What follows belongs to an exercise in optimizing a design on an open flow for small area, a short achievable clock period and few clock cycles per item; a production flow would make more cautious choices. Function was checked by simulation only, so behaviour that the tests miss may differ from the original.

==> design.v <==
`default_nettype none
package edv_pkg;
   localparam int unsigned DataWidth = 32;
   localparam int unsigned QuoWidth  = DataWidth + 1;
   typedef struct packed {
      logic signed [DataWidth-1:0] dividend;
      logic signed [DataWidth-1:0] divisor;
   } req_type;
   typedef struct packed {
      logic signed [QuoWidth-1:0] quotient;
      logic                       divide_by_zero;
   } rsp_type;
endpackage
`default_nettype wire
`default_nettype none
module edv_add #(
   parameter int N = 31
) (
   input  wire logic [N-1:0] a,
   input  wire logic [N-1:0] b,
   input  wire logic         ci,
   output logic      [N-1:0] s,
   output logic              co
);
   function automatic integer clog2(input integer x);
      clog2 = 0;
      for (integer i = 0; i < 31; i = i + 1) begin
         if ((1 << i) < x) clog2 = i + 1;
      end
   endfunction
   localparam int L = clog2(N + 1);
   logic [(L+1)*(N+1)-1:0] g;
   logic [(L+1)*(N+1)-1:0] p;
   assign g[0] = ci;
   assign p[0] = 1'b0;
   for (genvar m = 1; m <= N; m++) begin : g_in
      assign g[m] = a[m-1] & b[m-1];
      assign p[m] = a[m-1] ^ b[m-1];
   end
   for (genvar l = 0; l < L; l++) begin : g_lvl
      for (genvar m = 0; m <= N; m++) begin : g_pos
         if (((m >> l) & 1) == 1) begin : g_op
            localparam int J = ((m >> l) << l) - 1;
            assign g[(l+1)*(N+1)+m] = g[l*(N+1)+m] | (p[l*(N+1)+m] & g[l*(N+1)+J]);
            assign p[(l+1)*(N+1)+m] = p[l*(N+1)+m] & p[l*(N+1)+J];
         end else begin : g_cp
            assign g[(l+1)*(N+1)+m] = g[l*(N+1)+m];
            assign p[(l+1)*(N+1)+m] = p[l*(N+1)+m];
         end
      end
   end
   for (genvar m = 0; m < N; m++) begin : g_sum
      assign s[m] = p[m+1] ^ g[L*(N+1)+m];
   end
   assign co = g[L*(N+1)+N];
endmodule
`default_nettype wire
`default_nettype none
module edv_lzc (
   input  wire logic [31:0] x,
   output logic             v,
   output logic [4:0]       c
);
   logic [15:0] v0;  logic [15:0]   c0;
   logic [7:0]  v1;  logic [7:0][1:0] c1;
   logic [3:0]  v2;  logic [3:0][2:0] c2;
   logic [1:0]  v3;  logic [1:0][3:0] c3;
   for (genvar i = 0; i < 16; i++) begin : g_l0
      assign v0[i] = x[2*i+1] | x[2*i];
      assign c0[i] = !x[2*i+1];
   end
   for (genvar i = 0; i < 8; i++) begin : g_l1
      assign v1[i] = v0[2*i+1] | v0[2*i];
      assign c1[i] = v0[2*i+1] ? {1'b0, c0[2*i+1]} : {1'b1, c0[2*i]};
   end
   for (genvar i = 0; i < 4; i++) begin : g_l2
      assign v2[i] = v1[2*i+1] | v1[2*i];
      assign c2[i] = v1[2*i+1] ? {1'b0, c1[2*i+1]} : {1'b1, c1[2*i]};
   end
   for (genvar i = 0; i < 2; i++) begin : g_l3
      assign v3[i] = v2[2*i+1] | v2[2*i];
      assign c3[i] = v2[2*i+1] ? {1'b0, c2[2*i+1]} : {1'b1, c2[2*i]};
   end
   assign v = v3[1] | v3[0];
   assign c = v3[1] ? {1'b0, c3[1]} : {1'b1, c3[0]};
endmodule
`default_nettype wire
`default_nettype none
module euclidean_integer_divider_top #(
   parameter int KS = 2       
) (
   input  wire logic              clock,
   input  wire logic              reset,
   input  wire logic              req_valid,
   output logic                   req_ready,
   input  edv_pkg::req_type       req_data,
   output logic                   rsp_valid,
   input  wire logic              rsp_ready,
   output edv_pkg::rsp_type       rsp_data
);
   localparam int P  = KS - 1;       
   localparam int WN = 35 + P;       
   localparam int YN = WN + 1;       
   localparam int CW = 5;            
   logic [WN-1:0] ws_q, wc_q;    
   logic          qp0_q, qn0_q;  
   logic [32:0]   q_q;           
   logic [32:0]   qm_q;          
   logic [31:0]   d_q;           
   logic          bneg_q;        
   logic          bz_q;          
   logic          dbz_q;
   logic [CW-1:0] cnt_q;         
   logic          fst_q;         
   logic          act_q;         
   logic          pc_q;          
   logic          vld_q;
   wire [31:0] a = req_data.dividend;
   wire [31:0] b = req_data.divisor;
   wire [30:0] bx = b[30:0] ^ {31{b[31]}};
   logic       unused_v;
   logic [4:0] z;
   edv_lzc u_lz (.x({bx, 1'b1}), .v(unused_v), .c(z));
   logic [CW-1:0] cyc;
   logic [P:0]    epad;    
   always_comb begin
      cyc  = '0;
      epad = '0;
      for (int i = 0; i < 32; i++) begin
         if (z == 5'(i)) begin
            cyc  = CW'((i + 2 + KS - 1) / KS);
            epad = (P+1)'(1) << (((i + 2 + KS - 1) / KS) * KS - (i + 2));
         end
      end
   end
   logic [4:0]    zf_q;
   logic [P:0]    epf_q;
   logic [CW-1:0] cyf_q;
   logic          pv_q;     
   always_ff @(posedge clock) begin
      zf_q  <= z;
      epf_q <= epad;
      cyf_q <= cyc;
   end
   wire [31:0] bn = b << zf_q;
   logic [WN-1:0] w0, c0;
   always_comb begin
      w0 = '0;
      c0 = '0;
      for (int e = 0; e <= P; e++) begin
         w0 = w0 | ({WN{epf_q[e]}} & ({{(WN-32){a[31]}}, a} << (P - e)));
         c0 = c0 | ({WN{epf_q[e] & b[31]}} & ({{(WN-32){b[31]}}, b} << (P - e)));
      end
   end
   wire [YN-1:0] dx   = {{(YN-34-P){d_q[31]}}, d_q, {(P+2){1'b0}}};
   wire          dneg = d_q[31];
   function automatic logic [1:0] dsel(input logic [3:0] est, input logic neg);
      logic ge0, m1;
      ge0 = !est[3];
      m1  = (est == 4'b1111);
      dsel = neg ? {!ge0 && !m1, ge0} : {ge0, !ge0 && !m1};    
   endfunction
   logic [WN-1:0] ws [KS+1];
   logic [WN-1:0] wc [KS+1];
   logic [KS:0]   qp, qn;
   logic [KS-1:0] dp, dn;
   assign ws[0] = ws_q;
   assign wc[0] = wc_q;
   assign qp[0] = qp0_q;
   assign qn[0] = qn0_q;
   for (genvar j = 0; j < KS; j++) begin : g_step
      localparam int FW = (j == KS - 1) ? 0 : 6 + 2 * (KS - 2 - j);
      wire [YN-1:0] ys = {ws[j], 1'b0};
      wire [YN-1:0] yc = {wc[j], 1'b0};
      wire up = qp[j];
      wire dw = qn[j];
      assign dp[KS-1-j] = up;
      assign dn[KS-1-j] = dw;
      wire [YN-1:0] op = ({YN{up}} & ~dx) | ({YN{dw}} & dx);
      wire [YN-1:0] sm = ys ^ yc ^ op;
      wire [YN-1:0] cy = (ys & yc) | (ys & op) | (yc & op);
      wire [WN-1:0] wsf = sm[WN-1:0];
      wire [WN-1:0] wcf = {cy[WN-2:0], up};
      wire [YN-1:0] smp = ys ^ yc ^ ~dx;
      wire [YN-1:0] cyp = (ys & yc) | (ys & ~dx) | (yc & ~dx);
      wire [YN-1:0] smz = ys ^ yc;
      wire [YN-1:0] cyz = ys & yc;
      wire [YN-1:0] smn = ys ^ yc ^ dx;
      wire [YN-1:0] cyn = (ys & yc) | (ys & dx) | (yc & dx);
      wire [WN-1:0] wsp = smp[WN-1:0];
      wire [WN-1:0] wcp = {cyp[WN-2:0], 1'b1};
      wire [WN-1:0] wsz = smz[WN-1:0];
      wire [WN-1:0] wcz = {cyz[WN-2:0], 1'b0};
      wire [WN-1:0] wsn = smn[WN-1:0];
      wire [WN-1:0] wcn = {cyn[WN-2:0], 1'b0};
      wire [1:0] gp = dsel(wsp[WN-1:WN-4] + wcp[WN-1:WN-4], dneg);
      wire [1:0] gz = dsel(wsz[WN-1:WN-4] + wcz[WN-1:WN-4], dneg);
      wire [1:0] gn = dsel(wsn[WN-1:WN-4] + wcn[WN-1:WN-4], dneg);
      wire [1:0] g  = up ? gp : dw ? gn : gz;
      assign qp[j+1] = g[1];
      assign qn[j+1] = g[0];
      if (FW > 0) begin : g_win
         wire [WN-1:0] wsw = up ? wsp : dw ? wsn : wsz;
         wire [WN-1:0] wcw = up ? wcp : dw ? wcn : wcz;
         assign ws[j+1] = {wsw[WN-1:WN-FW], wsf[WN-FW-1:0]};
         assign wc[j+1] = {wcw[WN-1:WN-FW], wcf[WN-FW-1:0]};
      end else begin : g_nowin
         assign ws[j+1] = wsf;
         assign wc[j+1] = wcf;
      end
   end
   wire signed [KS+1:0] dpv = {2'b00, dp};
   wire signed [KS+1:0] dnv = {2'b00, dn};
   wire signed [KS+1:0] v   = dpv - dnv;
   wire [32:0] s_q  = fst_q ? 33'd0 : q_q;
   wire [32:0] s_qm = fst_q ? {33{1'b1}} : qm_q;
   function automatic logic [32:0] otf(input logic signed [KS+1:0] u,
                                       input logic [32:0] sm1, input logic [32:0] s0);
      logic signed [KS+1:0] h;
      h = u >>> KS;
      if (h < 0) otf = {sm1[32-KS:0], u[KS-1:0]};
      else       otf = {s0[32-KS:0], u[KS-1:0]};
   endfunction
   wire signed [KS+1:0] one = (KS+2)'(1);
   wire [32:0] q_n  = otf(v,       s_qm, s_q);
   wire [32:0] qm_n = otf(v - one, s_qm, s_q);
   logic [WN-2:0] unused_s;
   logic          wcarry;
   edv_add #(.N(WN-1)) u_sgn (.a(ws_q[WN-2:0]), .b(wc_q[WN-2:0]), .ci(1'b0), .s(unused_s), .co(wcarry));
   wire        wneg = ws_q[WN-1] ^ wc_q[WN-1] ^ wcarry;
   wire        k0   = !bz_q && !(wneg ^ bneg_q);
   wire        km   = !bz_q && (wneg ^ bneg_q);
   wire [32:0] qf   = ({33{k0}} & q_q) | ({33{km}} & qm_q);
   wire wait1 = fst_q && vld_q && !rsp_ready;
   wire step  = act_q && !pc_q && !wait1;
   wire load  = req_valid && pv_q && (!act_q || pc_q || wait1);
   wire take  = step && fst_q;
   always_ff @(posedge clock) begin
      if (load) begin
         d_q    <= bn;
         bneg_q <= b[31];
         bz_q   <= (b == 32'd0);
      end
   end
   always_ff @(posedge clock) begin
      if (load) begin
         ws_q  <= w0;
         wc_q  <= c0;
         {qp0_q, qn0_q} <= dsel(w0[WN-1:WN-4] + c0[WN-1:WN-4], b[31]);
         cnt_q <= cyf_q;
         fst_q <= 1'b1;
      end else begin
         ws_q  <= ws[KS];
         wc_q  <= wc[KS];
         {qp0_q, qn0_q} <= {qp[KS], qn[KS]};
         cnt_q <= cnt_q - 1'b1;
         fst_q <= 1'b0;
      end
   end
   always_ff @(posedge clock) begin
      qm_q <= qm_n;
   end
   always_ff @(posedge clock) begin
      if (step) begin
         q_q <= q_n;
      end else if (pc_q) begin
         q_q   <= qf;
         dbz_q <= bz_q;
      end
   end
   always_ff @(posedge clock) begin
      if (reset) begin
         pv_q  <= 1'b0;
         act_q <= 1'b0;
         pc_q  <= 1'b0;
         vld_q <= 1'b0;
      end else begin
         pv_q  <= req_valid && !take;
         act_q <= load || (act_q && !pc_q);
         pc_q  <= step && (cnt_q == CW'(1));
         vld_q <= pc_q || (vld_q && !rsp_ready);
      end
   end
   assign req_ready = take;
   assign rsp_valid = vld_q;
   assign rsp_data  = {q_q, dbz_q};
endmodule
`default_nettype wire
==> flow/run.sh <==
#!/bin/bash
# The standard layout (standard.sh), run in three parts, with these
# changes to how the layout is made:
# - synthesis does not extract full/half adders into sky130 fa/ha cells
#   before ABC (ADDER_MAP_FILE empty), so the carry-save and prefix logic
#   maps as gates;
# - ABC maps with flow/abc_speed.script (structural choices, then delay-
#   oriented mapping) instead of ORFS's, from a copy of ORFS's scripts folder
#   that differs only in that file;
# - during placement only, the delay cells (clkdlybuf4s*, dlygate*, dlymetal*)
#   are also don't-use, so the port buffers that placement inserts on every
#   input and output are plain buffers rather than delay cells.
# Registers, names and all other steps are the standard flow's. Each part's
# make output goes to its own log here; ORFS's per-step logs stay under
# orfs/logs.
set -euo pipefail
rm -rf scripts
cp -r "$FLOW_HOME/scripts" scripts
cp flow/abc_speed.script scripts/abc_speed.script
common=(SCRIPTS_DIR="$PWD/scripts" ADDER_MAP_FILE=)
bash standard.sh "${common[@]}" synth floorplan > flow_synth_floorplan.log 2>&1
du=$(make -s -C "$FLOW_HOME" DESIGN_CONFIG="$PWD/config.mk" WORK_HOME="$PWD/orfs" print-DONT_USE_CELLS | sed -n 's/^DONT_USE_CELLS: //p')
dly="sky130_fd_sc_hd__clkdlybuf4s15_1 sky130_fd_sc_hd__clkdlybuf4s15_2 sky130_fd_sc_hd__clkdlybuf4s18_1 sky130_fd_sc_hd__clkdlybuf4s18_2 sky130_fd_sc_hd__clkdlybuf4s25_1 sky130_fd_sc_hd__clkdlybuf4s25_2 sky130_fd_sc_hd__clkdlybuf4s50_1 sky130_fd_sc_hd__clkdlybuf4s50_2 sky130_fd_sc_hd__dlygate4sd1_1 sky130_fd_sc_hd__dlygate4sd2_1 sky130_fd_sc_hd__dlygate4sd3_1 sky130_fd_sc_hd__dlymetal6s2s_1 sky130_fd_sc_hd__dlymetal6s4s_1 sky130_fd_sc_hd__dlymetal6s6s_1"
bash standard.sh "${common[@]}" DONT_USE_CELLS="$du $dly" place > flow_place.log 2>&1
bash standard.sh "${common[@]}" finish > flow_finish.log 2>&1
==> flow/abc_speed.script <==
strash
dch -f
map
topo
buffer -c
upsize -c
dnsize -c
==> standard.sh <==
#!/bin/bash
# synth_recipe.tcl (not shown) runs the flow's synth.tcl, then flattens the netlist and writes it again
# the make line also repeats each setting of config.mk as NAME=value (left out here)
make -C /OpenROAD-flow-scripts/flow DESIGN_CONFIG=/design/flow/config.mk WORK_HOME=/design/flow/orfs CLKGATE_MAP_FILE= SYNTH_SCRIPT=/design/flow/synth_recipe.tcl "${@:-finish}"
==> config.mk <==
export PLATFORM = sky130hd
export DESIGN_NAME = euclidean_integer_divider_top
export DESIGN_NICKNAME = euclidean_integer_divider_top
export VERILOG_FILES = /design/flow/design.v
export SDC_FILE = /design/flow/constraint.sdc
export NUM_CORES = 4
export LEC_CHECK = 0
export CAP_MARGIN = 20
export CORE_MARGIN = 2
export CORE_UTILIZATION = 40
export PLACE_DENSITY = 0.6
export SETUP_SLACK_MARGIN = 2.2
export SLEW_MARGIN = 20
==> constraint.sdc <==
create_clock -name core_clock -period 5.0 [get_ports {clock}]
set_input_delay 1.0000 -clock core_clock [delete_from_list [all_inputs] [get_ports {clock}]]
set_output_delay 1.0000 -clock core_clock [all_outputs]
set_load 0.01 [all_outputs]
==> results of run 1 <==
-- layer usage --
layer / part of all wire, % / vias to the layer above
met3: 9.7 / 127
met4: 2.9 / 0
li1: - / 8757
met2: 46 / 919
met1: 41 / 8672
met5: 0 / -
-- timing repair --
action,CTS,global route
endpoints found under the setup margin,202,163
hold buffers,0,0
resized for setup,115,207
cloned,8,16
pin swaps,9,61
setup buffers,30,44
-- metrics by stage --
step,std cells,worst slack (ns)
finish,3064,2.146
global route,3064,2.097
CTS,3001,2.049
detailed placement,2931,0.8367
global placement,2931,0.9185
floorplan,2428,2.178
-- how the worst max path moves through the flow --
stage	start	endpoint	slack, ns	depth (start not counted)
global route	d_q[30]$_DFFE_PP_	qm_q[28]$_DFF_P_	2.10	16
detailed placement	req_data[31]	cyf_q[1]$_SDFF_PP0_	0.84	14
global placement	req_data[31]	cyf_q[1]$_SDFF_PP0_	0.92	14
CTS	rsp_ready	req_ready	2.05	9
floorplan	req_data[31]	cyf_q[0]$_SDFF_PP1_	2.18	14
finish	rsp_ready	req_ready	2.15	9
-- cell usage after synthesis, types with 16 or more instances --
cell / instances / area share (%)
sky130_fd_sc_hd__or2_2: 20 / 0.80
sky130_fd_sc_hd__a211oi_1: 44 / 2.1
sky130_fd_sc_hd__nand4_1: 98 / 3.9
sky130_fd_sc_hd__inv_1: 219 / 5.2
sky130_fd_sc_hd__dfxtp_1: 129 / 16
sky130_fd_sc_hd__a21oi_1: 109 / 3.5
sky130_fd_sc_hd__o21ai_1: 33 / 1.0
sky130_fd_sc_hd__o21ai_0: 156 / 5.0
sky130_fd_sc_hd__o211ai_1: 86 / 4.1
sky130_fd_sc_hd__xnor2_1: 25 / 1.4
sky130_fd_sc_hd__xor2_1: 18 / 1.0
sky130_fd_sc_hd__nand2_1: 535 / 13
sky130_fd_sc_hd__clkbuf_1: 107 / 2.6
sky130_fd_sc_hd__nor3_1: 16 / 0.51
sky130_fd_sc_hd__a221oi_1: 18 / 1.0
sky130_fd_sc_hd__and3_1: 32 / 1.3
sky130_fd_sc_hd__a31oi_1: 63 / 2.5
sky130_fd_sc_hd__edfxtp_1: 68 / 13
sky130_fd_sc_hd__nand3_1: 157 / 5.0
sky130_fd_sc_hd__buf_2: 27 / 0.86
sky130_fd_sc_hd__nor2_1: 248 / 5.9
sky130_fd_sc_hd__a22oi_1: 40 / 1.9
sky130_fd_sc_hd__o22ai_1: 49 / 1.9
-- flip-flops by register name, indices dropped and copies added, names as in the netlist, 2 cells and up --
signal,cells
wc_q,36
ws_q,36
epf_q,2
qm_q,33
cyf_q,5
q_q,33
cnt_q,5
d_q,32
zf_q,5
-- kinds of logic (layout without fill, tap and decap cells) --
kind of cell | Yosys count | in the layout | synth area share (%)
simple gates | 1148 | 1151 | 32.08
compound gates | 653 | 653 | 26.16
buf+inv | 383 | 498 | 9.684
flops | 197 | 197 | 29.39
xor+xnor | 44 | 44 | 2.497
mux | 3 | 3 | 0.1908
-- worst max-delay path, delay by kind of cell --
kind          cells  cell delay (ns)
buf+inv           5             0.48
simple gates      4             0.37
-- final cells by class --
cell class	instances	area, um2	area share (%)
multi-input combinational	1851	10470	54.16
sequential	197	4649	24.06
timing repair buffer	231	1943	10.06
inverter	231	933.4	4.831
tap	518	648.1	3.354
clock buffer	21	461.7	2.389
clock inverter	11	190.2	0.9843
timing repair inverter	4	31.28	0.1619
==> results.txt, run 1 <==
commonest register cell after synthesis=sky130_fd_sc_hd__dfxtp_1; GRT Overall Usage=27.09%; beginning of the worst register-to-register path=wc_q[29]$_DFF_P_; register clock-pin slew on the reported worst setup and hold paths=0.07 ns; Min-Delay Startpoint=cyf_q[1]$_SDFF_PP0_; detailed router's first-iteration violation count=1990; buffers from clock root to sink, at most=2; total of buffers placed on input and output ports=103; count of endpoints failing setup in the final report=0; H-Tree Level Count=4; Placement Rows=72; cts bufs inserted=17; Critical Path Max Stage Delay=0.18 ns; met2 routing resource usage after global routing=43.79%; post-detailed-route via-to-cell ratio=6.030; final design instance area without fill=0.01932 mm2; most congested layer reported by global routing=met2; Routed Antenna Nets=0; smallest hold slack=0.4333 ns; final layout net count=2601; routability-driven placement congestion ratio=0.9830; class of the worst hold path=reg2reg; Min Clock Period, post-route=2.854 ns; clk latency of the worst-skew pair=0.47 ns; met1 GRT Util=36.52%; die extent in x=202.3 um; result of the run=no timing/DRC/antenna violations; Crit Path Category=in2out; Max-Cap Viols=0; number of global-route vias before repair=16120; sequential element share of the synthesized area=29.39%; largest fanout on the critical path=7; Boundary Pins=104; starting density of the core=40.62%; cell repeated most along the worst path=sky130_fd_sc_hd__nor2_4; worst slew slack as a fraction of its limit=25.44%; post-synth net total=2496; Final TNS setup=0 ns; commonest non-fill, non-tap cell in the layout=sky130_fd_sc_hd__nand2_1; Post-Syn Area per Cell=6.481 um2; actual transition at the worst max-transition pin=1.107 ns; GRT overflow=0; area growth from synthesis to layout=22.79%; TritonCTS clock tree=done; count of cell types in the netlist=62; r2r setup slk=2.20 ns; Fmax=350.4 MHz; wire length of the first global-routing pass=88190 um; endpoints failing hold=0; count of flip-flops with a built-in enable after synthesis=68; Vias=18480; placeable core region=0.03874 mm2; endpoint of the worst-slack reg-to-reg timing path=q_q[14]$_DFFE_PP_; number of warnings issued by yosys=3; pin count of the biggest net entering global routing=67; Avg WL per Cell=19.79 um; layout cells sized above 1=15.24%; cell area reported after detailed placement=0.01643 mm2; CP Launch Type=input pin; worst hold path stage count=2; slowest cell on the critical path=sky130_fd_sc_hd__buf_12; post-synthesis instance area=0.01574 mm2; Period Utilization, post-route=57.08%; total number of clock tree sinks=197; Final Routed Wirelength=60630 um; Detailed Place HPWL=39480 um; full die area=0.04094 mm2; Post-synth ARST share=0%; flip-flop and latch count after synthesis=197; Gate Count Post-Synth=2428; Arrival @ worst endpoint=1.85 ns; antenna diode instance count=0; buffer cell driving the clock tree root=sky130_fd_sc_hd__clkbuf_16; number of filler cells placed in the layout=3802; Final Slew Violations=0; post-detailed-route DRC marker count=0; die extent in y=202.3 um; met3 usage=4.531%; unrepaired setup endpoints after global routing=true; Worst Skew=0.01616 ns; final core area utilization=49.88%; number of cells traversed by the worst register-to-register path=15; Worst Setup End Kind=output port; Req. time, crit path=4.00 ns; commonest non-fill, non-tap cells in the layout=504 x sky130_fd_sc_hd__nand2_1, 224 x sky130_fd_sc_hd__nor2_1, 210 x sky130_fd_sc_hd__inv_1, 143 x sky130_fd_sc_hd__o21ai_0, 138 x sky130_fd_sc_hd__nand3_1; First-pass DRT Iterations=6; antenna violations before repair=0; end point of the most critical hold path=cnt_q[1]$_DFF_P_; critical path cell sequence=buf_1 > inv_1 > nand2_2 > nor2_2 > nor2_4 > buf_12 > clkinv_16 > nor2_4 > buf_6
Testbench counts, summed over its fixed seeds: cycles 37,141, items 3,600.
==> run 2, diff against run 1 <==
--- a/design.v
+++ b/design.v
@@ -88,5 +88,5 @@
 `default_nettype none
 module euclidean_integer_divider_top #(
-   parameter int KS = 2       
+   parameter int KS = 3       
 ) (
    input  wire logic              clock,
--- a/config.mk
+++ b/config.mk
@@ -10,4 +10,4 @@
 export CORE_UTILIZATION = 40
 export PLACE_DENSITY = 0.6
-export SETUP_SLACK_MARGIN = 2.2
+export SETUP_SLACK_MARGIN = 1.2
 export SLEW_MARGIN = 20
==> run 2 against run 1 <==
Effect of this change:
- first-iteration DRC count rose by 12%
- highest routed layer is now met5
- final cell count is 19% higher
- core utilization down 1.6 points
- still clean
- fmax fell by 27%
- area after synthesis grew 14%
- critical endpoint is now qm_q[9]$_DFF_P_
- critical path type is now reg2reg
==> results.txt, run 2 <==
result of the run=no timing/DRC/antenna violations (unchanged); met2 routing resource usage after global routing=45.05% (was 43.79%); CP Launch Type=flip-flop (was input pin); buffers from clock root to sink, at most=2 (unchanged); Post-Syn Area per Cell=6.156 um2 (was 6.481 um2); count of endpoints failing setup in the final report=0 (unchanged); Commonest cells post-synth=643 x sky130_fd_sc_hd__nand2_1, 402 x sky130_fd_sc_hd__nor2_1, 315 x sky130_fd_sc_hd__inv_1 (was 535 x sky130_fd_sc_hd__nand2_1, 248 x sky130_fd_sc_hd__nor2_1, 219 x sky130_fd_sc_hd__inv_1); final layout net count=3106 (was 2601); First-pass DRT Iterations=6 (unchanged); pre-CTS worst setup slack=0.2793 ns (was 0.8367 ns); Min Clock Period, post-route=3.899 ns (was 2.854 ns); number of filler cells placed in the layout=4453 (was 3802); area growth from synthesis to layout=19.23% (was 22.79%); largest fanout on the critical path=13 (was 7); Fmax=256.5 MHz (was 350.4 MHz); unrepaired setup endpoints after global routing=true (unchanged); count of cell types in the netlist=75 (was 62); number of cells traversed by the worst register-to-register path=20 (was 15); endpoint of the worst-slack reg-to-reg timing path=qm_q[9]$_DFF_P_ (was q_q[14]$_DFFE_PP_); Worst Setup End Kind=flip-flop (was output port); Req. time, crit path=5.38 ns (was 4.00 ns); Placement Rows=77 (was 72); GRT Overall Usage=27.99% (was 27.09%); biggest registers after layout=wc_q x37, ws_q x37 (was wc_q x36, ws_q x36); number of global-route vias before repair=18810 (was 16120); Post-synth ARST share=0% (unchanged); Max-Cap Viols=0 (unchanged); met1 GRT Util=38.21% (was 36.52%); TritonCTS clock tree=done (unchanged); wire length of the first global-routing pass=103500 um (was 88190 um); GRT overflow=0 (unchanged); endpoints failing hold=0 (unchanged); most common cell in the synthesized netlist=sky130_fd_sc_hd__nand2_1 (unchanged); total of buffers placed on input and output ports=103 (unchanged); dominant cell type by area after synthesis=sky130_fd_sc_hd__dfxtp_1 (unchanged); starting density of the core=40.51% (was 40.62%); register clock-pin slew on the reported worst setup and hold paths=0.09 ns (was 0.07 ns); actual transition at the worst max-transition pin=1.161 ns (was 1.107 ns); number of warnings issued by yosys=3 (unchanged); worst slew slack as a fraction of its limit=21.85% (was 25.44%); layout cells sized above 1=13.47% (was 15.24%); count of flip-flops with a built-in enable after synthesis=68 (unchanged); die extent in x=215.6 um (was 202.3 um); placeable core region=0.04422 mm2 (was 0.03874 mm2); most congested layer reported by global routing=met2 (unchanged); flip-flop and latch count after synthesis=199 (was 197); Min-Delay Startpoint=cyf_q[2]$_SDFF_PP0_ (was cyf_q[1]$_SDFF_PP0_); class of the worst hold path=reg2reg (unchanged); r2r setup slk=1.10 ns (was 2.20 ns); Avg WL per Cell=18.88 um (was 19.79 um); post-synth net total=2978 (was 2496); Boundary Pins=104 (unchanged); Gate Count Post-Synth=2910 (was 2428); total number of clock tree sinks=199 (was 197); Period Utilization, post-route=77.98% (was 57.08%); biggest area contributors in the synthesized netlist=sky130_fd_sc_hd__dfxtp_1 15%, sky130_fd_sc_hd__nand2_1 13%, sky130_fd_sc_hd__edfxtp_1 11% (was sky130_fd_sc_hd__dfxtp_1 16%, sky130_fd_sc_hd__edfxtp_1 13%, sky130_fd_sc_hd__nand2_1 13%); buffer cell driving the clock tree root=sky130_fd_sc_hd__clkbuf_16 (unchanged); Vias=20860 (was 18480); routability-driven placement congestion ratio=1.004 (was 0.9830); die extent in y=215.6 um (was 202.3 um); Final Routed Wirelength=68810 um (was 60630 um); commonest register cell after synthesis=sky130_fd_sc_hd__dfxtp_1 (unchanged); final worst setup slack=1.101 ns (was 2.146 ns); H-Tree Level Count=4 (unchanged); beginning of the worst register-to-register path=d_q[29]$_DFFE_PP_ (was wc_q[29]$_DFF_P_); antenna violations before repair=2 (was 0); cts bufs inserted=17 (unchanged); end point of the most critical hold path=cnt_q[2]$_DFF_P_ (was cnt_q[1]$_DFF_P_); detailed router's first-iteration violation count=2235 (was 1990); full die area=0.04649 mm2 (was 0.04094 mm2); pin count of the biggest net entering global routing=63 (was 67); Final TNS setup=0 ns (unchanged); post-synthesis instance area=0.01791 mm2 (was 0.01574 mm2); Routed Antenna Nets=0 (unchanged); commonest non-fill, non-tap cell in the layout=sky130_fd_sc_hd__nand2_1 (unchanged); Arrival @ worst endpoint=4.28 ns (was 1.85 ns); clk latency of the worst-skew pair=0.49 ns (was 0.47 ns); Detailed Place HPWL=49740 um (was 39480 um); Crit Path Category=reg2reg (was in2out); sequential element share of the synthesized area=26.04% (was 29.39%); Final Slew Violations=0 (unchanged); commonest non-fill, non-tap cells in the layout=586 x sky130_fd_sc_hd__nand2_1, 388 x sky130_fd_sc_hd__nor2_1, 311 x sky130_fd_sc_hd__inv_1, 264 x sky130_fd_sc_hd__o21ai_0, 154 x sky130_fd_sc_hd__a21oi_1 (was 504 x sky130_fd_sc_hd__nand2_1, 224 x sky130_fd_sc_hd__nor2_1, 210 x sky130_fd_sc_hd__inv_1, 143 x sky130_fd_sc_hd__o21ai_0, 138 x sky130_fd_sc_hd__nand3_1); post-detailed-route via-to-cell ratio=5.723 (was 6.030); worst hold path stage count=2 (unchanged); Worst Skew=0.02329 ns (was 0.01616 ns); post-detailed-route DRC marker count=0 (unchanged); met3 usage=3.890% (was 4.531%); area share of the largest cell type after synthesis=14.64% (was 16.41%)
-- run 2: changes by cell type after synthesis, moves of 32 or more --
| cell | change |
|---|---|
| sky130_fd_sc_hd__o211ai_1 | -44 |
| sky130_fd_sc_hd__a31oi_1 | -32 |
| sky130_fd_sc_hd__inv_1 | +96 |
| sky130_fd_sc_hd__a211oi_1 | -33 |
| sky130_fd_sc_hd__nor2_1 | +154 |
| sky130_fd_sc_hd__nand4_1 | -69 |
| sky130_fd_sc_hd__a21oi_1 | +62 |
| sky130_fd_sc_hd__nand2_1 | +108 |
| sky130_fd_sc_hd__nand3_1 | -38 |
| sky130_fd_sc_hd__o21ai_0 | +141 |
-- run 2: timing repair --
item / in CTS / in global routing
buffers inserted: 26 / 57
gates cloned: 1 / 7
gates resized for setup: 58 / 262
pin swaps: 11 / 92
setup endpoints to repair: 135 / 144
hold buffers: 0 / 0
-- run 2: layout make-up --
type | count | area [um2] | area share (%)
Clock buffer | 17 | 425.4 | 1.992
Tap cell | 592 | 740.7 | 3.468
Sequential cell | 199 | 4678 | 21.90
Timing Repair Buffer | 251 | 1604 | 7.510
Inverter | 327 | 1237 | 5.794
Clock inverter | 15 | 220.2 | 1.031
Multi-Input combinational cell | 2242 | 12450 | 58.29
Antenna cell | 1 | 2.502 | 0.01172
-- run 2: kinds of logic after synthesis --
kind of cell	synth area share [%]
AOI/OAI and AO/OA	28.44
DFF	26.04
buffers and inverters	10.28
and+or+nand+nor	31.22
xor gates and xnor gates	4.016
-- run 2: per-stage QoR --
step           area, um2  cells  hold WS [ns]  utilization (%)
2_1_floorplan      17910   2910        0.4056                -
3_3_place_gp       18730   3520        0.4156            42.36
3_5_place_dp       18740   3520        0.4292            42.37
4_1_cts            19850   3579        0.4445            44.89
5_1_grt            21360   3643        0.4665            48.29
6_report           21360   3644        0.4362            48.30
-- run 2: worst max-delay path by stage --
| stage | from | to | slack, ns |
|---|---|---|---|
| after global placement | d_q[30]$_DFFE_PP_ | wc_q[4]$_DFF_P_ | 0.34 |
| after CTS | d_q[30]$_DFFE_PP_ | qp0_q$_DFF_P_ | 1.18 |
| after global routing | ws_q[32]$_DFF_P_ | qp0_q$_DFF_P_ | 0.97 |
| after floorplan | req_data[31] | epf_q[0]$_SDFF_PP1_ | 1.34 |
| after detailed placement | d_q[30]$_DFFE_PP_ | wc_q[4]$_DFF_P_ | 0.28 |
| final | d_q[29]$_DFFE_PP_ | qm_q[9]$_DFF_P_ | 1.10 |
-- run 2: critical path, cell delays in order (launching register included) --
cell                        delay (ns)
sky130_fd_sc_hd__edfxtp_1         0.45
sky130_fd_sc_hd__buf_4            0.18
sky130_fd_sc_hd__inv_4            0.08
sky130_fd_sc_hd__a21oi_4          0.07
sky130_fd_sc_hd__nand3b_1         0.27
sky130_fd_sc_hd__nand4_4          0.14
sky130_fd_sc_hd__nand4_1          0.20
sky130_fd_sc_hd__nand4_4          0.18
sky130_fd_sc_hd__a31oi_4          0.14
sky130_fd_sc_hd__buf_4            0.20
sky130_fd_sc_hd__o21ai_2          0.33
sky130_fd_sc_hd__nand3_1          0.18
sky130_fd_sc_hd__nand2_2          0.22
sky130_fd_sc_hd__o31ai_4          0.16
sky130_fd_sc_hd__and2_4           0.22
sky130_fd_sc_hd__nor2_4           0.20
sky130_fd_sc_hd__a31oi_4          0.12
sky130_fd_sc_hd__buf_12           0.17
sky130_fd_sc_hd__clkbuf_16        0.17
sky130_fd_sc_hd__nand2_1          0.06
sky130_fd_sc_hd__o21ai_1          0.06
-- run 2: layer usage --
metal / vias up / wire (um)
li1: 10130 / -
met1: 9632 / 29690
met2: 938 / 31000
met3: 154 / 5572
met4: 2 / 2533
met5: - / 13
Testbench counts of run 2, summed over its fixed seeds: cycles 26,613, items 3,600.
==> run 3, diff against run 2 <==
--- a/design.v
+++ b/design.v
@@ -88,5 +88,5 @@
 `default_nettype none
 module euclidean_integer_divider_top #(
-   parameter int KS = 3       
+   parameter int KS = 2       
 ) (
    input  wire logic              clock,
--- a/config.mk
+++ b/config.mk
@@ -9,5 +9,5 @@
 export CORE_MARGIN = 2
 export CORE_UTILIZATION = 40
-export PLACE_DENSITY = 0.6
-export SETUP_SLACK_MARGIN = 1.2
+export PLACE_DENSITY = 0.75
+export SETUP_SLACK_MARGIN = 2.0
 export SLEW_MARGIN = 20
==> run 3 against run 2 <==
Effect of this change:
- first-iteration DRC count rose by 4.3%
- critical path depth shrank 3
- register-to-register slack better by 0.98 ns
- largest cell class unchanged
- highest routed layer is now met4
==> results.txt, run 3 <==
largest fanout on the critical path=7 (was 13); area growth from synthesis to layout=14.92% (was 19.23%); H-Tree Level Count=4 (unchanged); layout cells sized above 1=10.29% (was 13.47%); buffer cell driving the clock tree root=sky130_fd_sc_hd__clkbuf_16 (unchanged); routability-driven placement congestion ratio=0.9824 (was 1.004); final core area utilization=46.68% (was 48.30%); number of global-route vias before repair=16270 (was 18810); Req. time, crit path=5.30 ns (was 5.38 ns); Gate Count Post-Synth=2428 (was 2910); pre-CTS worst setup slack=0.5521 ns (was 0.2793 ns); GRT overflow=0 (unchanged); biggest registers after layout=wc_q x36, ws_q x36 (was wc_q x37, ws_q x37); Boundary Pins=104 (unchanged); most common cell in the synthesized netlist=sky130_fd_sc_hd__nand2_1 (unchanged); post-detailed-route DRC marker count=0 (unchanged); First-pass DRT Iterations=6 (unchanged); total of buffers placed on input and output ports=103 (unchanged); Post-synth ARST share=0% (unchanged); clk latency of the worst-skew pair=0.47 ns (was 0.49 ns); Worst Skew=0.02380 ns (was 0.02329 ns); number of warnings issued by yosys=3 (unchanged); antenna diode instance count=0 (was 1); count of cell types in the netlist=62 (was 75); cts bufs inserted=17 (unchanged); wire length of the first global-routing pass=86170 um (was 103500 um); endpoints failing hold=0 (unchanged); Worst Setup End Kind=flip-flop (unchanged); area share of the largest cell type after synthesis=16.41% (was 14.64%); number of non-filler instances in the completed layout=3015 (was 3644); Final Routed Wirelength=56520 um (was 68810 um); unrepaired setup endpoints after global routing=true (unchanged); commonest register cell after synthesis=sky130_fd_sc_hd__dfxtp_1 (unchanged); Commonest cells post-synth=535 x sky130_fd_sc_hd__nand2_1, 248 x sky130_fd_sc_hd__nor2_1, 219 x sky130_fd_sc_hd__inv_1 (was 643 x sky130_fd_sc_hd__nand2_1, 402 x sky130_fd_sc_hd__nor2_1, 315 x sky130_fd_sc_hd__inv_1); post-detailed-route via-to-cell ratio=6.121 (was 5.723); die extent in x=202.3 um (was 215.6 um); actual transition at the worst max-transition pin=0.9669 ns (was 1.161 ns); TritonCTS clock tree=done (unchanged); count of flip-flops with a built-in enable after synthesis=68 (unchanged); flip-flop and latch count after synthesis=197 (was 199); post-synth net total=2496 (was 2978); count of hold buffers inserted by post-cts repair=0 (unchanged); CP Launch Type=flip-flop (unchanged); GRT Overall Usage=25.75% (was 27.99%); worst slew slack as a fraction of its limit=35.47% (was 21.85%); most congested layer reported by global routing=met2 (unchanged); commonest non-fill, non-tap cells in the layout=520 x sky130_fd_sc_hd__nand2_1, 236 x sky130_fd_sc_hd__nor2_1, 214 x sky130_fd_sc_hd__inv_1, 149 x sky130_fd_sc_hd__o21ai_0, 146 x sky130_fd_sc_hd__nand3_1 (was 586 x sky130_fd_sc_hd__nand2_1, 388 x sky130_fd_sc_hd__nor2_1, 311 x sky130_fd_sc_hd__inv_1, 264 x sky130_fd_sc_hd__o21ai_0, 154 x sky130_fd_sc_hd__a21oi_1); pin count of the biggest net entering global routing=92 (was 63); Avg WL per Cell=18.75 um (was 18.88 um); biggest area contributors in the synthesized netlist=sky130_fd_sc_hd__dfxtp_1 16%, sky130_fd_sc_hd__edfxtp_1 13%, sky130_fd_sc_hd__nand2_1 13% (was sky130_fd_sc_hd__dfxtp_1 15%, sky130_fd_sc_hd__nand2_1 13%, sky130_fd_sc_hd__edfxtp_1 11%); Detailed Place HPWL=38220 um (was 49740 um); Min Clock Period, post-route=2.915 ns (was 3.899 ns); commonest non-fill, non-tap cell in the layout=sky130_fd_sc_hd__nand2_1 (unchanged); placeable core region=0.03874 mm2 (was 0.04422 mm2); Arrival @ worst endpoint=3.22 ns (was 4.28 ns); met3 usage=4.321% (was 3.890%); antenna violations before repair=0 (was 2); Post-Syn Area per Cell=6.481 um2 (was 6.156 um2); die extent in y=202.3 um (was 215.6 um); result of the run=no timing/DRC/antenna violations (unchanged); smallest hold slack=0.4392 ns (was 0.4362 ns); full die area=0.04094 mm2 (was 0.04649 mm2); class of the worst hold path=reg2reg (unchanged); total number of clock tree sinks=197 (was 199); buffers from clock root to sink, at most=2 (unchanged); # placed instances=2930 (was 3520); starting density of the core=40.62% (was 40.51%); final layout net count=2552 (was 3106); Vias=18450 (was 20860); Max-Cap Viols=0 (unchanged); number of filler cells placed in the layout=3884 (was 4453); sequential element share of the synthesized area=29.39% (was 26.04%); met2 routing resource usage after global routing=41.94% (was 45.05%); register clock-pin slew on the reported worst setup and hold paths=0.09 ns (about the same); Final Slew Violations=0 (unchanged); post-synthesis instance area=0.01574 mm2 (was 0.01791 mm2); number of cells traversed by the worst register-to-register path=17 (was 20); Period Utilization, post-route=58.31% (was 77.98%); worst hold path stage count=2 (unchanged); Final TNS setup=0 ns (unchanged); dominant cell type by area after synthesis=sky130_fd_sc_hd__dfxtp_1 (unchanged); Placement Rows=72 (was 77); Routed Antenna Nets=0 (unchanged); detailed router's first-iteration violation count=2332 (was 2235); final worst setup slack=2.085 ns (was 1.101 ns); met1 GRT Util=34.27% (was 38.21%); Crit Path Category=reg2reg (unchanged); Fmax=343.0 MHz (was 256.5 MHz); count of endpoints failing setup in the final report=0 (unchanged)
-- run 3: routing by layer --
| layer | wire length (um) | share of wire (%) |
|---|---|---|
| met1 | 22840 | 40 |
| met2 | 25840 | 46 |
| met3 | 5531 | 9.8 |
| met4 | 2308 | 4.1 |
| met5 | 0 | 0 |
-- run 3: cell families (layout without fill, tap and decap cells) --
group,Yosys count,in the layout,synth area share (%)
buffers and inverters,383,448,9.684
AOI/OAI and AO/OA,653,653,26.16
xor gates and xnor gates,44,44,2.497
muxes,3,3,0.1908
and+or+nand+nor,1148,1152,32.08
DFF,197,197,29.39
-- run 3: what timing repair did --
item	in CTS	in global routing
pin swaps	6	19
endpoints found under the setup margin	149	165
hold endpoints to repair	0	0
gates cloned	3	5
gates resized for setup	51	136
buffers inserted	18	27
-- run 3: layout make-up --
type / count / area, um2 / area share [%]
Clock inverter: 14 / 207.7 / 1.149
Timing Repair inverter: 2 / 12.51 / 0.06919
Clock buffer: 18 / 429.2 / 2.373
Tap cell: 518 / 648.1 / 3.584
Inverter: 231 / 910.9 / 5.037
Sequential cell: 197 / 4632 / 25.61
Timing Repair Buffer: 183 / 1156 / 6.393
Multi-Input combinational cell: 1852 / 10090 / 55.78
-- run 3: path summary, 6_finish.rpt --
check / from / endpoint / slack (ns)
max: ws_q[32]$_DFF_P_ / q_q[6]$_DFFE_PP_ / 2.08
min: cyf_q[1]$_SDFF_PP0_ / cnt_q[1]$_DFF_P_ / 0.44
max reg2reg: ws_q[32]$_DFF_P_ / q_q[6]$_DFFE_PP_ / 2.08
min reg2reg: cyf_q[1]$_SDFF_PP0_ / cnt_q[1]$_DFF_P_ / 0.44
-- run 3: stage by stage --
stage	instance area (um2)
after floorplan	15740
after global placement	16310
after detailed placement	16340
after CTS	17350
after global routing	18080
final	18080
-- run 3: critical path, stage by stage, from the launching register on --
cell                      delay [ns]
sky130_fd_sc_hd__dfxtp_1        0.47
sky130_fd_sc_hd__nand2_4        0.13
sky130_fd_sc_hd__a21oi_4        0.20
sky130_fd_sc_hd__inv_1          0.08
sky130_fd_sc_hd__nand3_1        0.13
sky130_fd_sc_hd__nand4_1        0.18
sky130_fd_sc_hd__nand2_1        0.15
sky130_fd_sc_hd__nand2_1        0.10
sky130_fd_sc_hd__nand4_1        0.12
sky130_fd_sc_hd__nand3_2        0.12
sky130_fd_sc_hd__a22oi_4        0.23
sky130_fd_sc_hd__buf_12         0.15
sky130_fd_sc_hd__nand2_8        0.08
sky130_fd_sc_hd__nand2_8        0.14
sky130_fd_sc_hd__buf_12         0.16
sky130_fd_sc_hd__buf_4          0.12
sky130_fd_sc_hd__nand2_1        0.04
sky130_fd_sc_hd__a31oi_1        0.16
Testbench counts of run 3, summed over its fixed seeds: cycles 37,141, items 3,600.
==> run 4, diff against run 3 <==
--- a/config.mk
+++ b/config.mk
@@ -9,5 +9,5 @@
 export CORE_MARGIN = 2
 export CORE_UTILIZATION = 40
-export PLACE_DENSITY = 0.75
+export PLACE_DENSITY = 0.5
 export SETUP_SLACK_MARGIN = 2.0
 export SLEW_MARGIN = 20
==> run 4 against run 3 <==
Effect of this change:
- critical path depth is 1 lower
- critical path type unchanged
- final cell count is the same
- clock skew fell by 0.0062 ns
==> results.txt, run 4 <==
result of the run=no timing/DRC/antenna violations (unchanged); Detailed Place HPWL=41410 um (was 38220 um); Commonest cells post-synth=535 x sky130_fd_sc_hd__nand2_1, 248 x sky130_fd_sc_hd__nor2_1, 219 x sky130_fd_sc_hd__inv_1 (unchanged); post-synth net total=2496 (unchanged); biggest area contributors in the synthesized netlist=sky130_fd_sc_hd__dfxtp_1 16%, sky130_fd_sc_hd__edfxtp_1 13%, sky130_fd_sc_hd__nand2_1 13% (unchanged); routability-driven placement congestion ratio=0.8919 (was 0.9824); Period Utilization, post-route=56.91% (was 58.31%); final worst setup slack=2.154 ns (was 2.085 ns); cts bufs inserted=17 (unchanged); area growth from synthesis to layout=14.60% (was 14.92%); count of hold buffers inserted by post-cts repair=0 (unchanged); class of the worst hold path=reg2reg (unchanged); Min Clock Period, post-route=2.846 ns (was 2.915 ns); Vias=17590 (was 18450); die extent in x=202.3 um (unchanged); Worst Skew=0.01758 ns (was 0.02380 ns); pin count of the biggest net entering global routing=79 (was 92); post-synthesis instance area=0.01574 mm2 (unchanged); TritonCTS clock tree=done (unchanged); Routed Antenna Nets=0 (unchanged); antenna diode instance count=0 (unchanged); GRT overflow=0 (unchanged); Boundary Pins=104 (unchanged); worst hold path stage count=2 (unchanged); Placement Rows=72 (unchanged); smallest hold slack=0.4294 ns (was 0.4392 ns); actual transition at the worst max-transition pin=1.006 ns (was 0.9669 ns); worst slew slack as a fraction of its limit=32.91% (was 35.47%); total number of clock tree sinks=197 (unchanged); register clock-pin slew on the reported worst setup and hold paths=0.09 ns (about the same); final layout net count=2552 (unchanged); endpoints failing hold=0 (unchanged); total of buffers placed on input and output ports=103 (unchanged); # placed instances=2935 (was 2930); beginning of the worst register-to-register path=d_q[30]$_DFFE_PP_ (was ws_q[32]$_DFF_P_); commonest register cell after synthesis=sky130_fd_sc_hd__dfxtp_1 (unchanged); Final Slew Violations=0 (unchanged); Gate Count Post-Synth=2428 (unchanged); final core area utilization=46.55% (was 46.68%); buffers from clock root to sink, at most=2 (unchanged); end point of the most critical hold path=cnt_q[2]$_DFF_P_ (was cnt_q[1]$_DFF_P_); commonest non-fill, non-tap cell in the layout=sky130_fd_sc_hd__nand2_1 (unchanged); CP Launch Type=flip-flop (unchanged); count of endpoints failing setup in the final report=0 (unchanged); placeable core region=0.03874 mm2 (unchanged); Arrival @ worst endpoint=3.16 ns (was 3.22 ns); most common cell in the synthesized netlist=sky130_fd_sc_hd__nand2_1 (unchanged); sequential element share of the synthesized area=29.39% (unchanged); largest fanout on the critical path=10 (was 7); post-detailed-route DRC marker count=0 (unchanged); Min-Delay Startpoint=cyf_q[2]$_SDFF_PP0_ (was cyf_q[1]$_SDFF_PP0_); biggest registers after layout=wc_q x36, ws_q x36 (unchanged); detailed router's first-iteration violation count=1547 (was 2332); endpoint of the worst-slack reg-to-reg timing path=ws_q[16]$_DFF_P_ (was q_q[6]$_DFFE_PP_); GRT Overall Usage=28.05% (was 25.75%); number of global-route vias before repair=15970 (was 16270); Final Routed Wirelength=60200 um (was 56520 um); First-pass DRT Iterations=6 (unchanged); commonest non-fill, non-tap cells in the layout=523 x sky130_fd_sc_hd__nand2_1, 235 x sky130_fd_sc_hd__nor2_1, 213 x sky130_fd_sc_hd__inv_1, 152 x sky130_fd_sc_hd__nand3_1, 151 x sky130_fd_sc_hd__o21ai_0 (was 520 x sky130_fd_sc_hd__nand2_1, 236 x sky130_fd_sc_hd__nor2_1, 214 x sky130_fd_sc_hd__inv_1, 149 x sky130_fd_sc_hd__o21ai_0, 146 x sky130_fd_sc_hd__nand3_1); Post-Syn Area per Cell=6.481 um2 (unchanged); count of cell types in the netlist=62 (unchanged); flip-flop and latch count after synthesis=197 (unchanged); wire length of the first global-routing pass=90490 um (was 86170 um); unrepaired setup endpoints after global routing=true (unchanged); Avg WL per Cell=19.97 um (was 18.75 um); number of cells traversed by the worst register-to-register path=16 (was 17); number of non-filler instances in the completed layout=3015 (unchanged); Fmax=351.4 MHz (was 343.0 MHz); buffer cell driving the clock tree root=sky130_fd_sc_hd__clkbuf_16 (unchanged); count of flip-flops with a built-in enable after synthesis=68 (unchanged); Max-Cap Viols=0 (unchanged); full die area=0.04094 mm2 (unchanged); number of filler cells placed in the layout=4101 (was 3884); die extent in y=202.3 um (unchanged); dominant cell type by area after synthesis=sky130_fd_sc_hd__dfxtp_1 (unchanged); post-detailed-route via-to-cell ratio=5.835 (was 6.121); number of warnings issued by yosys=3 (unchanged); Final TNS setup=0 ns (unchanged); Worst Setup End Kind=flip-flop (unchanged); area share of the largest cell type after synthesis=16.41% (unchanged); pre-CTS worst setup slack=0.6268 ns (was 0.5521 ns); Req. time, crit path=5.31 ns (was 5.30 ns); starting density of the core=40.62% (unchanged); r2r setup slk=2.15 ns (was 2.08 ns); clk latency of the worst-skew pair=0.47 ns (about the same); antenna violations before repair=0 (unchanged); H-Tree Level Count=4 (unchanged); Post-synth ARST share=0% (unchanged); Crit Path Category=reg2reg (unchanged); layout cells sized above 1=9.451% (was 10.29%)
-- run 4: cell types whose count changed in the layout (fill, tap and decap cells not counted), moves of 4 or more --
cell,before,now
sky130_fd_sc_hd__nand3_1,146,152
sky130_fd_sc_hd__dfxtp_2,6,2
sky130_fd_sc_hd__buf_1,92,100
sky130_fd_sc_hd__o21ai_2,13,5
sky130_fd_sc_hd__o21ai_1,26,31
sky130_fd_sc_hd__clkbuf_2,16,10
sky130_fd_sc_hd__nand3_2,9,3
sky130_fd_sc_hd__buf_4,44,35
-- run 4: logic make-up (layout without fill, tap and decap cells) --
kind of cell              after synthesis  in the layout  share of synthesized area [%]
xor gates and xnor gates               44             44                          2.497
AOI/OAI and AO/OA                     653            654                          26.16
muxes                                   3              3                         0.1908
buffers and inverters                 383            447                          9.684
DFF                                   197            197                          29.39
and+or+nand+nor                      1148           1152                          32.08
-- run 4: worst max-delay path, stage by stage (launching register included) --
cell and delay, ns:
sky130_fd_sc_hd__edfxtp_1 0.53, sky130_fd_sc_hd__buf_6 0.20, sky130_fd_sc_hd__o21ai_2 0.19, sky130_fd_sc_hd__inv_1 0.07
sky130_fd_sc_hd__nand2_1 0.09, sky130_fd_sc_hd__nand4_1 0.17, sky130_fd_sc_hd__nand2_1 0.12, sky130_fd_sc_hd__nand2_1 0.09
sky130_fd_sc_hd__nand4_1 0.08, sky130_fd_sc_hd__nand2_1 0.10, sky130_fd_sc_hd__a22oi_4 0.20, sky130_fd_sc_hd__buf_12 0.16
sky130_fd_sc_hd__buf_6 0.17, sky130_fd_sc_hd__buf_12 0.16, sky130_fd_sc_hd__nor2_1 0.05, sky130_fd_sc_hd__a211oi_1 0.19
sky130_fd_sc_hd__o22ai_1 0.12
-- run 4: layout make-up --
| cell class | count | area [um2] | share of cell area (%) |
|---|---|---|---|
| flip-flops and latches | 197 | 4634 | 25.70 |
| repair buffers | 182 | 1175 | 6.515 |
| repair inverters | 2 | 10.01 | 0.05551 |
| clock buffers | 18 | 439.2 | 2.435 |
| multi-input cells | 1853 | 10060 | 55.76 |
| well taps | 518 | 648.1 | 3.594 |
| inverters | 231 | 907.1 | 5.030 |
| clock inverters | 14 | 163.9 | 0.9089 |
-- run 4: what timing repair did --
| item | CTS | global route |
|---|---|---|
| endpoints found under the setup margin | 156 | 154 |
| resized for setup | 53 | 127 |
| buffers inserted | 16 | 22 |
| gates cloned | 2 | 8 |
| pin swaps | 4 | 13 |
-- run 4: metrics by stage --
stage | cell area (um2)
after floorplan | 15740
after global placement | 16350
after detailed placement | 16350
after CTS | 17310
after global routing | 18030
final | 18030
-- run 4: worst max path at each step --
stage,start,end,slack (ns),cells after the start
floorplan,rsp_ready,req_ready,2.01,7
global placement,req_data[31],cyf_q[0]$_SDFF_PP1_,0.65,12
detailed placement,req_data[31],cyf_q[0]$_SDFF_PP1_,0.63,13
CTS,zf_q[3]$_DFF_P_,d_q[29]$_DFFE_PP_,2.00,4
global route,fst_q$_DFF_P_,req_ready,1.95,6
finish,d_q[30]$_DFFE_PP_,ws_q[16]$_DFF_P_,2.15,16
-- run 4: metal layers --
metal	up-vias	global-route usage [%]	wire length, um
met5	-	0	0
met4	0	10.87	2047
met3	75	2.854	3214
met2	551	47.46	28690
met1	8309	36.76	26250
li1	8658	-	-
==> run 5, diff against run 4 <==
--- a/config.mk
+++ b/config.mk
@@ -9,5 +9,5 @@
 export CORE_MARGIN = 2
 export CORE_UTILIZATION = 40
-export PLACE_DENSITY = 0.5
+export PLACE_DENSITY = 0.6
 export SETUP_SLACK_MARGIN = 2.0
 export SLEW_MARGIN = 20
==> run 5 against run 4 <==
Effect of this change:
- critical path depth is 4 lower
- highest routed layer unchanged
- area after synthesis stayed put
- largest cell class unchanged
- routed wire length is 5.6% lower
- setup slack worse by 0.052 ns
- global-route usage is 1.3 points lower
- register-to-register slack worse by 0.05 ns
- core utilization is 0.087 points lower
- die area stayed put
- sequential share of layout area hardly changed
==> results.txt, run 5 <==
post-detailed-route via-to-cell ratio=5.955 (was 5.835); class of the worst hold path=reg2reg (unchanged); Period Utilization, post-route=57.95% (was 56.91%); number of global-route vias before repair=15980 (was 15970); antenna violations before repair=0 (unchanged); GRT Overall Usage=26.78% (was 28.05%); Routed met2 length=26740 um (was 28690 um); worst slew slack as a fraction of its limit=24.08% (was 32.91%); routed metal-1 wirelength=24710 um (was 26250 um); pin count of the biggest net entering global routing=67 (was 79); commonest non-fill, non-tap cell in the layout=sky130_fd_sc_hd__nand2_1 (unchanged); register clock-pin slew on the reported worst setup and hold paths=0.08 ns (was 0.09 ns); starting density of the core=40.62% (unchanged); Fmax=345.1 MHz (was 351.4 MHz); post-synth net total=2496 (unchanged); post-synthesis instance area=0.01574 mm2 (unchanged); Req. time, crit path=5.17 ns (was 5.31 ns); Gate Count Post-Synth=2428 (unchanged); biggest registers after layout=wc_q x36, ws_q x36 (unchanged); layout cells sized above 1=9.560% (was 9.451%); final design instance area without fill=0.01800 mm2 (was 0.01803 mm2); Worst Skew=0.01877 ns (was 0.01758 ns); Final Slew Violations=0 (unchanged); largest fanout on the critical path=15 (was 10); commonest register cell after synthesis=sky130_fd_sc_hd__dfxtp_1 (unchanged); Placement Rows=72 (unchanged); Min Clock Period, post-route=2.897 ns (was 2.846 ns); most common cell in the synthesized netlist=sky130_fd_sc_hd__nand2_1 (unchanged); Commonest cells post-synth=535 x sky130_fd_sc_hd__nand2_1, 248 x sky130_fd_sc_hd__nor2_1, 219 x sky130_fd_sc_hd__inv_1 (unchanged); cts bufs inserted=17 (unchanged); Final Routed Wirelength=56810 um (was 60200 um); First-pass DRT Iterations=9 (was 6); number of warnings issued by yosys=3 (unchanged); Vias=17970 (was 17590); Final TNS setup=0 ns (unchanged); Post-Syn Area per Cell=6.481 um2 (unchanged); Avg WL per Cell=18.82 um (was 19.97 um); Boundary Pins=104 (unchanged); Post-synth ARST share=0% (unchanged); final layout net count=2555 (was 2552); TritonCTS clock tree=done (unchanged); count of flip-flops with a built-in enable after synthesis=68 (unchanged); placeable core region=0.03874 mm2 (unchanged); post-detailed-route DRC marker count=0 (unchanged); routed wire length on met3=3806 um (was 3214 um); smallest hold slack=0.4377 ns (was 0.4294 ns); Crit Path Category=reg2reg (unchanged); full die area=0.04094 mm2 (unchanged); total number of clock tree sinks=197 (unchanged); count of cell types in the netlist=62 (unchanged); biggest area contributors in the synthesized netlist=sky130_fd_sc_hd__dfxtp_1 16%, sky130_fd_sc_hd__edfxtp_1 13%, sky130_fd_sc_hd__nand2_1 13% (unchanged); r2r setup slk=2.10 ns (was 2.15 ns); Worst Setup End Kind=flip-flop (unchanged); unrepaired setup endpoints after global routing=true (unchanged); count of endpoints failing setup in the final report=0 (unchanged); commonest non-fill, non-tap cells in the layout=524 x sky130_fd_sc_hd__nand2_1, 233 x sky130_fd_sc_hd__nor2_1, 217 x sky130_fd_sc_hd__inv_1, 148 x sky130_fd_sc_hd__o21ai_0, 146 x sky130_fd_sc_hd__nand3_1 (was 523 x sky130_fd_sc_hd__nand2_1, 235 x sky130_fd_sc_hd__nor2_1, 213 x sky130_fd_sc_hd__inv_1, 152 x sky130_fd_sc_hd__nand3_1, 151 x sky130_fd_sc_hd__o21ai_0); routability-driven placement congestion ratio=0.9173 (was 0.8919); result of the run=no timing/DRC/antenna violations (unchanged); die extent in y=202.3 um (unchanged); cell area reported after detailed placement=0.01634 mm2 (was 0.01635 mm2); buffer cell driving the clock tree root=sky130_fd_sc_hd__clkbuf_16 (unchanged); top routing layer in use=met4 (unchanged); sequential element share of the synthesized area=29.39% (unchanged); Arrival @ worst endpoint=3.07 ns (was 3.16 ns); Max-Cap Viols=0 (unchanged); antenna diode instance count=0 (unchanged); GRT overflow=0 (unchanged); endpoints failing hold=0 (unchanged); detailed router's first-iteration violation count=1759 (was 1547); die extent in x=202.3 um (unchanged); wire length of the first global-routing pass=87500 um (was 90490 um); Routed Antenna Nets=0 (unchanged); total of buffers placed on input and output ports=103 (unchanged); H-Tree Level Count=4 (unchanged); area share of the largest cell type after synthesis=16.41% (unchanged); CP Launch Type=flip-flop (unchanged); Detailed Place HPWL=40130 um (was 41410 um); dominant cell type by area after synthesis=sky130_fd_sc_hd__dfxtp_1 (unchanged); count of hold buffers inserted by post-cts repair=0 (unchanged); area growth from synthesis to layout=14.38% (was 14.60%); actual transition at the worst max-transition pin=1.127 ns (was 1.006 ns); flip-flop and latch count after synthesis=197 (unchanged); buffers from clock root to sink, at most=2 (unchanged); clk latency of the worst-skew pair=0.47 ns (about the same)
[run 5: cell types whose count changed in the layout (fill, tap and decap cells not counted), sizes merged]
cell	delta
buf	+5
clkinvlp	-3
clkinv	+2
nand2	-2
bufinv	+1
clkbuf	+1
nand3	-1
[run 5: cells by family after synthesis]
| group | synth area share [%] |
|---|---|
| AOI/OAI and AO/OA | 26.16 |
| xor gates and xnor gates | 2.497 |
| buffers and inverters | 9.684 |
| DFF | 29.39 |
| muxes | 0.1908 |
| and+or+nand+nor | 32.08 |
[run 5: path summary, 6_finish.rpt]
| path | startpoint | endpoint | depth (start not counted) |
|---|---|---|---|
| worst min register to register | cyf_q[1]$_SDFF_PP0_ | cnt_q[1]$_DFF_P_ | 2 |
| worst max-delay path | wc_q[6]$_DFF_P_ | q_q[29]$_DFFE_PP_ | 12 |
| worst min-delay path | cyf_q[1]$_SDFF_PP0_ | cnt_q[1]$_DFF_P_ | 2 |
| worst max register to register | wc_q[6]$_DFF_P_ | q_q[29]$_DFFE_PP_ | 12 |
[run 5: timing repair]
item | 4_1_cts | 5_1_grt
pin swaps | 4 | 11
gates cloned | 2 | 3
setup buffers | 15 | 31
resized for setup | 60 | 107
endpoints found under the setup margin | 144 | 154
[run 5: stage by stage]
step,cells,util [%],worst slack [ns]
2_1_floorplan,2428,-,2.009
3_3_place_gp,2935,42.18,0.8243
3_5_place_dp,2935,42.18,0.7693
4_1_cts,2984,44.83,2.003
5_1_grt,3018,46.47,1.939
6_report,3018,46.47,2.103
[run 5: per-layer routing]
| layer | global-route usage (%) | vias to the layer above |
|---|---|---|
| met5 | 0 | - |
| li1 | - | 8663 |
| met1 | 36.51 | 8494 |
| met2 | 44.15 | 734 |
| met3 | 2.983 | 80 |
| met4 | 8.785 | 0 |
[run 5: layout make-up]
type / instances / area [um2]
Fill cell: 3998 / 20740
Inverter: 231 / 895.9
Sequential cell: 197 / 4634
Multi-Input combinational cell: 1850 / 10030
Timing Repair Buffer: 188 / 1145
Tap cell: 518 / 648.1
Timing Repair inverter: 2 / 12.51
Clock buffer: 18 / 450.4
Clock inverter: 14 / 186.4
[run 5: critical path, cell delays in order, from the launching register on]
cell	delay (ns)
sky130_fd_sc_hd__dfxtp_1	0.31
sky130_fd_sc_hd__or2_2	0.31
sky130_fd_sc_hd__nand2_1	0.10
sky130_fd_sc_hd__nor2_1	0.08
sky130_fd_sc_hd__a221oi_1	0.37
sky130_fd_sc_hd__a21oi_2	0.19
sky130_fd_sc_hd__o21bai_4	0.21
sky130_fd_sc_hd__a21o_1	0.25
sky130_fd_sc_hd__nand3_4	0.20
sky130_fd_sc_hd__buf_6	0.23
sky130_fd_sc_hd__nand4_1	0.09
sky130_fd_sc_hd__and3_1	0.19
sky130_fd_sc_hd__a31oi_1	0.05

[static timing again, ports no longer ideal]
The flow's constraints put no driver on any port. The routed layouts listed below were extracted and timed again, unchanged, in two steps.
Step 1, drivers: a clkbuf_16 drives clock and a buf_2 each remaining input, both assumed.
Step 2 adds t to the input delays and takes it off the output delays; t is the mean of the earliest and latest rising clock arrival at the registers after step 1. Input paths then give back, and output paths get back, about the clock's delay inside the block.
Slacks: ideal ports / drivers / drivers and shift; pairs: ideal ports / drivers.
run	t (ns)	slack for setup (ns)	latest minus earliest clock arrival (ns)	slew at the worst register clock pin (ns)	worst data-port slew with drivers (ns)
run 1	0.520	2.146 / 2.120 / 1.678	0.016 / 0.016	0.08 / 0.08	0.17
run 2	0.534	1.101 / 1.101 / 1.086	0.025 / 0.025	0.10 / 0.10	0.11
run 3	0.511	2.085 / 2.085 / 1.630	0.024 / 0.024	0.09 / 0.09	0.09
run 4	0.518	2.154 / 2.106 / 1.686	0.017 / 0.018	0.09 / 0.09	0.05
run 5	0.516	2.103 / 2.095 / 1.647	0.019 / 0.019	0.09 / 0.09	0.04
After both steps setup and hold are still met in every run listed.
